This design comes from an exercise in tuning for small area on the open sky130 flow, not from production work. Function was checked by simulation only, so behaviour that the tests miss may differ from the original. Power is estimated from default activity; no workload was simulated.

== before ==
==> flow/design.v <==
package sigma_delta_pkg;
   typedef enum logic {IDLE, SEND} out_state_t;
endpackage
module sigma_delta_rca #(
   parameter int W = 8
) (
   input  logic [W-1:0] a,
   input  logic [W-1:0] b,
   input  logic         cin,
   output logic [W-1:0] s
);
   logic [W:0] c;
   assign c[0] = cin;
   for (genvar k = 0; k < W; k++) begin : g_bit
      assign s[k]   = a[k] ^ b[k] ^ c[k];
      assign c[k+1] = (a[k] & b[k]) | (a[k] & c[k]) | (b[k] & c[k]);
   end
endmodule
module sigma_delta_cic (
   input  logic [6:0]  m,          
   input  logic [7:0]  bits,       
   input  logic [20:0] a_i,
   input  logic [18:0] b_i,
   output logic [20:0] a_o,
   output logic [18:0] b_o
);
   logic [3:0]  p;       
   logic [4:0]  w;       
   logic [9:0]  pm;      
   logic [9:0]  pm01;
   logic [12:0] binc;    
   logic        start;
   logic [20:0] a_sel;
   logic [18:0] b_sel;
   function automatic logic [1:0] fa(input logic x, input logic y, input logic z);
      fa = {(x & y) | (x & z) | (y & z), x ^ y ^ z};
   endfunction
   logic [1:0] f1, f2, f3, f4, f5, f6, f7;
   always_comb begin
      f1 = fa(bits[0], bits[1], bits[2]);
      f2 = fa(bits[3], bits[4], bits[5]);
      f3 = fa(bits[6], bits[7], 1'b0);
      f4 = fa(f1[0], f2[0], f3[0]);           
      f5 = fa(f1[1], f2[1], f3[1]);           
      f6 = fa(f5[0], f4[1], 1'b0);            
      f7 = fa(f5[1], f6[1], 1'b0);            
      p  = {f7[1], f7[0], f6[0], f4[0]};
   end
   logic [1:0] g1, g2, g3, g4, g5, g6, g7, g8;
   always_comb begin
      g1 = fa(bits[1], bits[3], bits[5]);     
      g2 = fa(g1[0], bits[7], 1'b0);          
      g3 = fa(bits[2], bits[3], bits[6]);     
      g4 = fa(g3[0], bits[7], g1[1]);
      g5 = fa(g4[0], g2[1], 1'b0);            
      g6 = fa(bits[4], bits[5], bits[6]);     
      g7 = fa(g6[0], bits[7], g3[1]);
      g8 = fa(g7[0], g4[1], g5[1]);           
      w  = {2'b00, g8[0], g5[0], g2[0]} + {((g6[1] & g7[1]) | (g6[1] & g8[1]) | (g7[1] & g8[1])),
                                           g6[1] ^ g7[1] ^ g8[1], 3'b000};
   end
   sigma_delta_rca #(.W(10)) u_pm01 (
      .a({3'd0, m & {7{p[0]}}}), .b({2'd0, m & {7{p[1]}}, 1'b0}), .cin(1'b0), .s(pm01)
   );
   sigma_delta_rca #(.W(10)) u_pm (
      .a(pm01), .b({1'b0, m & {7{p[2]}}, 2'b00} | {m & {7{p[3]}}, 3'b000}), .cin(1'b0), .s(pm)
   );
   sigma_delta_rca #(.W(10)) u_binc (
      .a(pm), .b({8'd0, w[4:3]}), .cin(1'b0), .s(binc[12:3])
   );
   assign binc[2:0] = w[2:0];
   assign start = (m == 7'd0);
   assign a_sel = start ? {2'b00, b_i} : a_i;
   assign b_sel = start ? 19'd0 : b_i;
   logic [13:0] ainc;
   sigma_delta_rca #(.W(14)) u_ainc (.a({p, 10'd0}), .b(~{1'b0, binc}), .cin(1'b1), .s(ainc));
   sigma_delta_rca #(.W(21)) u_a (.a(a_sel), .b({7'd0, ainc}), .cin(1'b0), .s(a_o));
   sigma_delta_rca #(.W(19)) u_b (.a(b_sel), .b({6'd0, binc}), .cin(1'b0), .s(b_o));
endmodule
module sigma_delta_adc_mc (
   input  logic        clk,
   input  logic        rst,
   input  logic [7:0]  adc_lvds_pin,
   output logic [7:0]  adc_fb_pin,
   output logic [20:0] adc_output,
   output logic [2:0]  adc_channel,
   output logic        adc_valid,
   input  logic        adc_ready,
   output logic        adc_overrun
);
   logic [9:0]         count;
   logic [3:0]         nfr;        
   logic               tick, win, load;
   logic [63:0]        chunks;     
   logic [2:0]         ch;         
   logic [9:0]         cm;
   logic [7:0]         bits;
   logic [7:0][20:0]   ca;
   logic [7:0][18:0]   cb;
   logic [20:0]        ca_n;
   logic [18:0]        cb_n;
   logic [7:0][20:0]   hist1;
   logic [55:0][20:0]  hist7;
   logic [7:0][23:0]   sum;
   logic [2:0]         sel;
   logic [7:0]         oh;
   logic [20:0]        y, y_old;
   logic [23:0]        sum_in, sum_n;
   logic [23:0]        op1, op2;
   logic               sub, clr;
   logic [9:0]         count_n;
   logic               state;
   logic [2:0]         idx, idx_n;
   always_ff @(posedge clk or posedge rst) begin
      if (rst) adc_fb_pin <= '0;
      else     adc_fb_pin <= adc_lvds_pin;
   end
   always_ff @(posedge clk or posedge rst) begin
      if (rst) count <= '0;
      else     count <= count_n;
   end
   assign count_n = count + 1'b1;
   assign tick    = (count == 10'd1023);
   always_ff @(posedge clk) begin
      win <= (count_n >= 10'd3) && (count_n <= 10'd10);
      clr <= (count_n >= 10'd3) && (count_n <= 10'd10) && (nfr == 4'd2);
      sub <= (count_n >= 10'd3) && (count_n <= 10'd10) && (nfr == 4'd10);
   end
   always_ff @(posedge clk or posedge rst) begin
      if (rst)                       nfr <= '0;
      else if (tick && nfr != 4'd10) nfr <= nfr + 1'b1;
   end
   for (genvar c = 0; c < 8; c++) begin : g_dl
      logic [6+c:0] dl;
      always_ff @(posedge clk) dl <= {dl[5+c:0], adc_fb_pin[c]};
      for (genvar i = 0; i < 8; i++) begin : g_bit
         if (7 + c - i == 0) begin : g_now
            assign chunks[8*((c+6)%8)+i] = adc_fb_pin[c];
         end else begin : g_old
            assign chunks[8*((c+6)%8)+i] = dl[6+c-i];
         end
      end
   end
   assign ch = count[2:0] + 3'd2;
   assign cm = {count[9:3] - 7'(count[2:0] < 3'd6), 3'b000};
   assign bits = chunks[8*count[2:0] +: 8];
   sigma_delta_cic u_cic (
      .m(cm[9:3]), .bits(bits), .a_i(ca[7]), .b_i(cb[7]), .a_o(ca_n), .b_o(cb_n)
   );
   always_ff @(posedge clk) begin
      ca <= {ca[6:0], ca_n};
      cb <= {cb[6:0], cb_n};
   end
   assign y     = ca[4];
   assign y_old = hist7[55];
   always_ff @(posedge clk) begin
      hist1 <= {hist1[6:0], win ? y : hist1[7]};
      hist7 <= {hist7[54:0], win ? hist1[7] : hist7[55]};
   end
   assign sum_in = clr ? 24'd0 : sum[7];
   logic [21:0] dlt;
   assign op1 = {3'd0, y & {21{win}}};
   assign op2 = ~{3'd0, y_old & {21{sub}}};
   sigma_delta_rca #(.W(22)) u_dlt (.a(op1[21:0]), .b(op2[21:0]), .cin(1'b1), .s(dlt));
   sigma_delta_rca #(.W(24)) u_sum (.a(sum_in), .b({{2{dlt[21]}}, dlt}), .cin(1'b0), .s(sum_n));
   always_ff @(posedge clk) begin
      sum <= {sum[6:0], sum_n};
   end
   assign load = (count == 10'd3) && (nfr == 4'd10);
   always_ff @(posedge clk or posedge rst) begin
      if (rst) begin
         state       <= 1'b0;
         adc_overrun <= 1'b0;
      end else if (load) begin
         state <= 1'b1;
         if (state && !(adc_ready && idx == 3'd7)) adc_overrun <= 1'b1;
      end else if (state && adc_ready) begin
         if (idx == 3'd7) state <= 1'b0;
      end
   end
   assign idx_n = load ? 3'd0 : (state && adc_ready) ? idx + 1'b1 : idx;
   always_ff @(posedge clk or posedge rst) begin
      if (rst) idx <= '0;
      else     idx <= idx_n;
   end
   assign adc_valid   = state;
   assign adc_channel = idx;
   assign sel         = count_n[2:0] - 3'd4 - idx_n;
   always_ff @(posedge clk) begin
      for (int k = 0; k < 8; k++) oh[k] <= (sel == 3'(k));
   end
   assign adc_output = ({21{oh[0]}} & sum[0][23:3]) | ({21{oh[1]}} & sum[1][23:3])
                     | ({21{oh[2]}} & sum[2][23:3]) | ({21{oh[3]}} & sum[3][23:3])
                     | ({21{oh[4]}} & sum[4][23:3]) | ({21{oh[5]}} & sum[5][23:3])
                     | ({21{oh[6]}} & sum[6][23:3]) | ({21{oh[7]}} & sum[7][23:3]);
endmodule
module sigma_delta_adc8 (
   input  logic        clk,
   input  logic        rst,
   input  logic [7:0]  adc_lvds_pin,
   output logic [7:0]  adc_fb_pin,
   output logic [20:0] adc_output,
   output logic [2:0]  adc_channel,
   output logic        adc_valid,
   input  logic        adc_ready,
   output logic        adc_overrun
);
   sigma_delta_adc_mc u_adc (
      .clk(clk), .rst(rst), .adc_lvds_pin(adc_lvds_pin), .adc_fb_pin(adc_fb_pin),
      .adc_output(adc_output), .adc_channel(adc_channel), .adc_valid(adc_valid),
      .adc_ready(adc_ready), .adc_overrun(adc_overrun)
   );
endmodule
clock: 10.0 ns
lec_check: 0
cap_margin: 20
core_margin: 2
core_utilization: 40
slew_margin: 20
standard.sh (not shown) runs the stock make flow with config.mk's settings and CLKGATE_MAP_FILE= SYNTH_SCRIPT=/design/flow/synth_recipe.tcl, a recipe that flattens the netlist after the stock synthesis.
==> flow/flow/run.sh <==
#!/bin/bash
# Standard layout (the standard.sh, standard synthesis included), except that clock tree
# synthesis adds no dummy load cells and uses the buffer and sink clusters given below.
set -o pipefail
export CTS_ARGS="-sink_clustering_enable -repair_clock_nets -dont_use_dummy_load -sink_clustering_size 21 -sink_clustering_max_diameter 50 -buf_list sky130_fd_sc_hd__clkbuf_8"
export BUFFER_PORTS_ARGS="-buffer_cell sky130_fd_sc_hd__buf_1"
bash standard.sh > standard.log 2>&1
Setup changes, before to after
--- a/flow/design.v
+++ b/flow/design.v
@@ -105,9 +105,9 @@
    logic [2:0]         sel;
    logic [7:0]         oh;
    logic [20:0]        y, y_old;
    logic [23:0]        sum_in, sum_n;
-   logic [23:0]        op1, op2;
+   logic [23:0]        op1, op2, cs_s, cs_c;
    logic               sub, clr;
    logic [9:0]         count_n;
    logic               state;
    logic [2:0]         idx, idx_n;
@@ -157,13 +157,17 @@
       hist1 <= {hist1[6:0], win ? y : hist1[7]};
       hist7 <= {hist7[54:0], win ? hist1[7] : hist7[55]};
    end
    assign sum_in = clr ? 24'd0 : sum[7];
-   logic [21:0] dlt;
    assign op1 = {3'd0, y & {21{win}}};
    assign op2 = ~{3'd0, y_old & {21{sub}}};
-   sigma_delta_rca #(.W(22)) u_dlt (.a(op1[21:0]), .b(op2[21:0]), .cin(1'b1), .s(dlt));
-   sigma_delta_rca #(.W(24)) u_sum (.a(sum_in), .b({{2{dlt[21]}}, dlt}), .cin(1'b0), .s(sum_n));
+   always_comb begin
+      for (int k = 0; k < 24; k++) begin
+         cs_s[k] = sum_in[k] ^ op1[k] ^ op2[k];
+         cs_c[k] = (sum_in[k] & op1[k]) | (sum_in[k] & op2[k]) | (op1[k] & op2[k]);
+      end
+   end
+   sigma_delta_rca #(.W(24)) u_sum (.a(cs_s), .b({cs_c[22:0], 1'b1}), .cin(1'b0), .s(sum_n));
    always_ff @(posedge clk) begin
       sum <= {sum[6:0], sum_n};
    end
    assign load = (count == 10'd3) && (nfr == 4'd10);
## What came out
Sort before and after by multi-input gate count asc -> top: before. Diff after..before | adder-cell share of the synthesized area | negligible. before and after ended up with nearly the same share of the core filled with cells in the final layout. after closes out successfully: all stages finished, all timing, DRC and antenna checks passed. Relative to before, proportion of power drawn by the clock network has increased by 0.2 points in after. Summary of after over before: hold slack now sits at about the same level, critical path depth now sits lower, design area now sits at about the same level, power dissipated by switching net loads now sits lower, setup slack now sits higher. Comparing before and after, the lower number of logic inverters in the finished layout is on before. after reports its startpoint of the most critical setup path as u_adc.win while before reports u_adc.hist7[1155]. The via count was comparable across before and after.

[re-timing with driven ports]
Ports are ideal in the flow. The routed layouts listed here were re-timed in OpenROAD.
Step 1: set_driving_cell puts a clkbuf_16 on clk and a buf_2 on each other input, an assumption about the parent block.
Step 2 also shifts input and output timing later by t, the mid clock arrival at the registers, as if the neighbouring blocks saw the same clock.
Three values: ideal, step 1, step 2; two values: the first two.
| run | t (ns) | setup WS [ns] | hold WS [ns] | worst setup path after step 2 |
|---|---|---|---|---|
| before | 0.828 | 0.357 / 0.357 / 0.357 | 0.249 / 0.249 / 0.249 | register to register |
| after | 0.830 | 0.459 / 0.459 / 0.459 | 0.249 / 0.249 / 0.249 | register to register |
After both steps setup and hold are still met in every run listed.
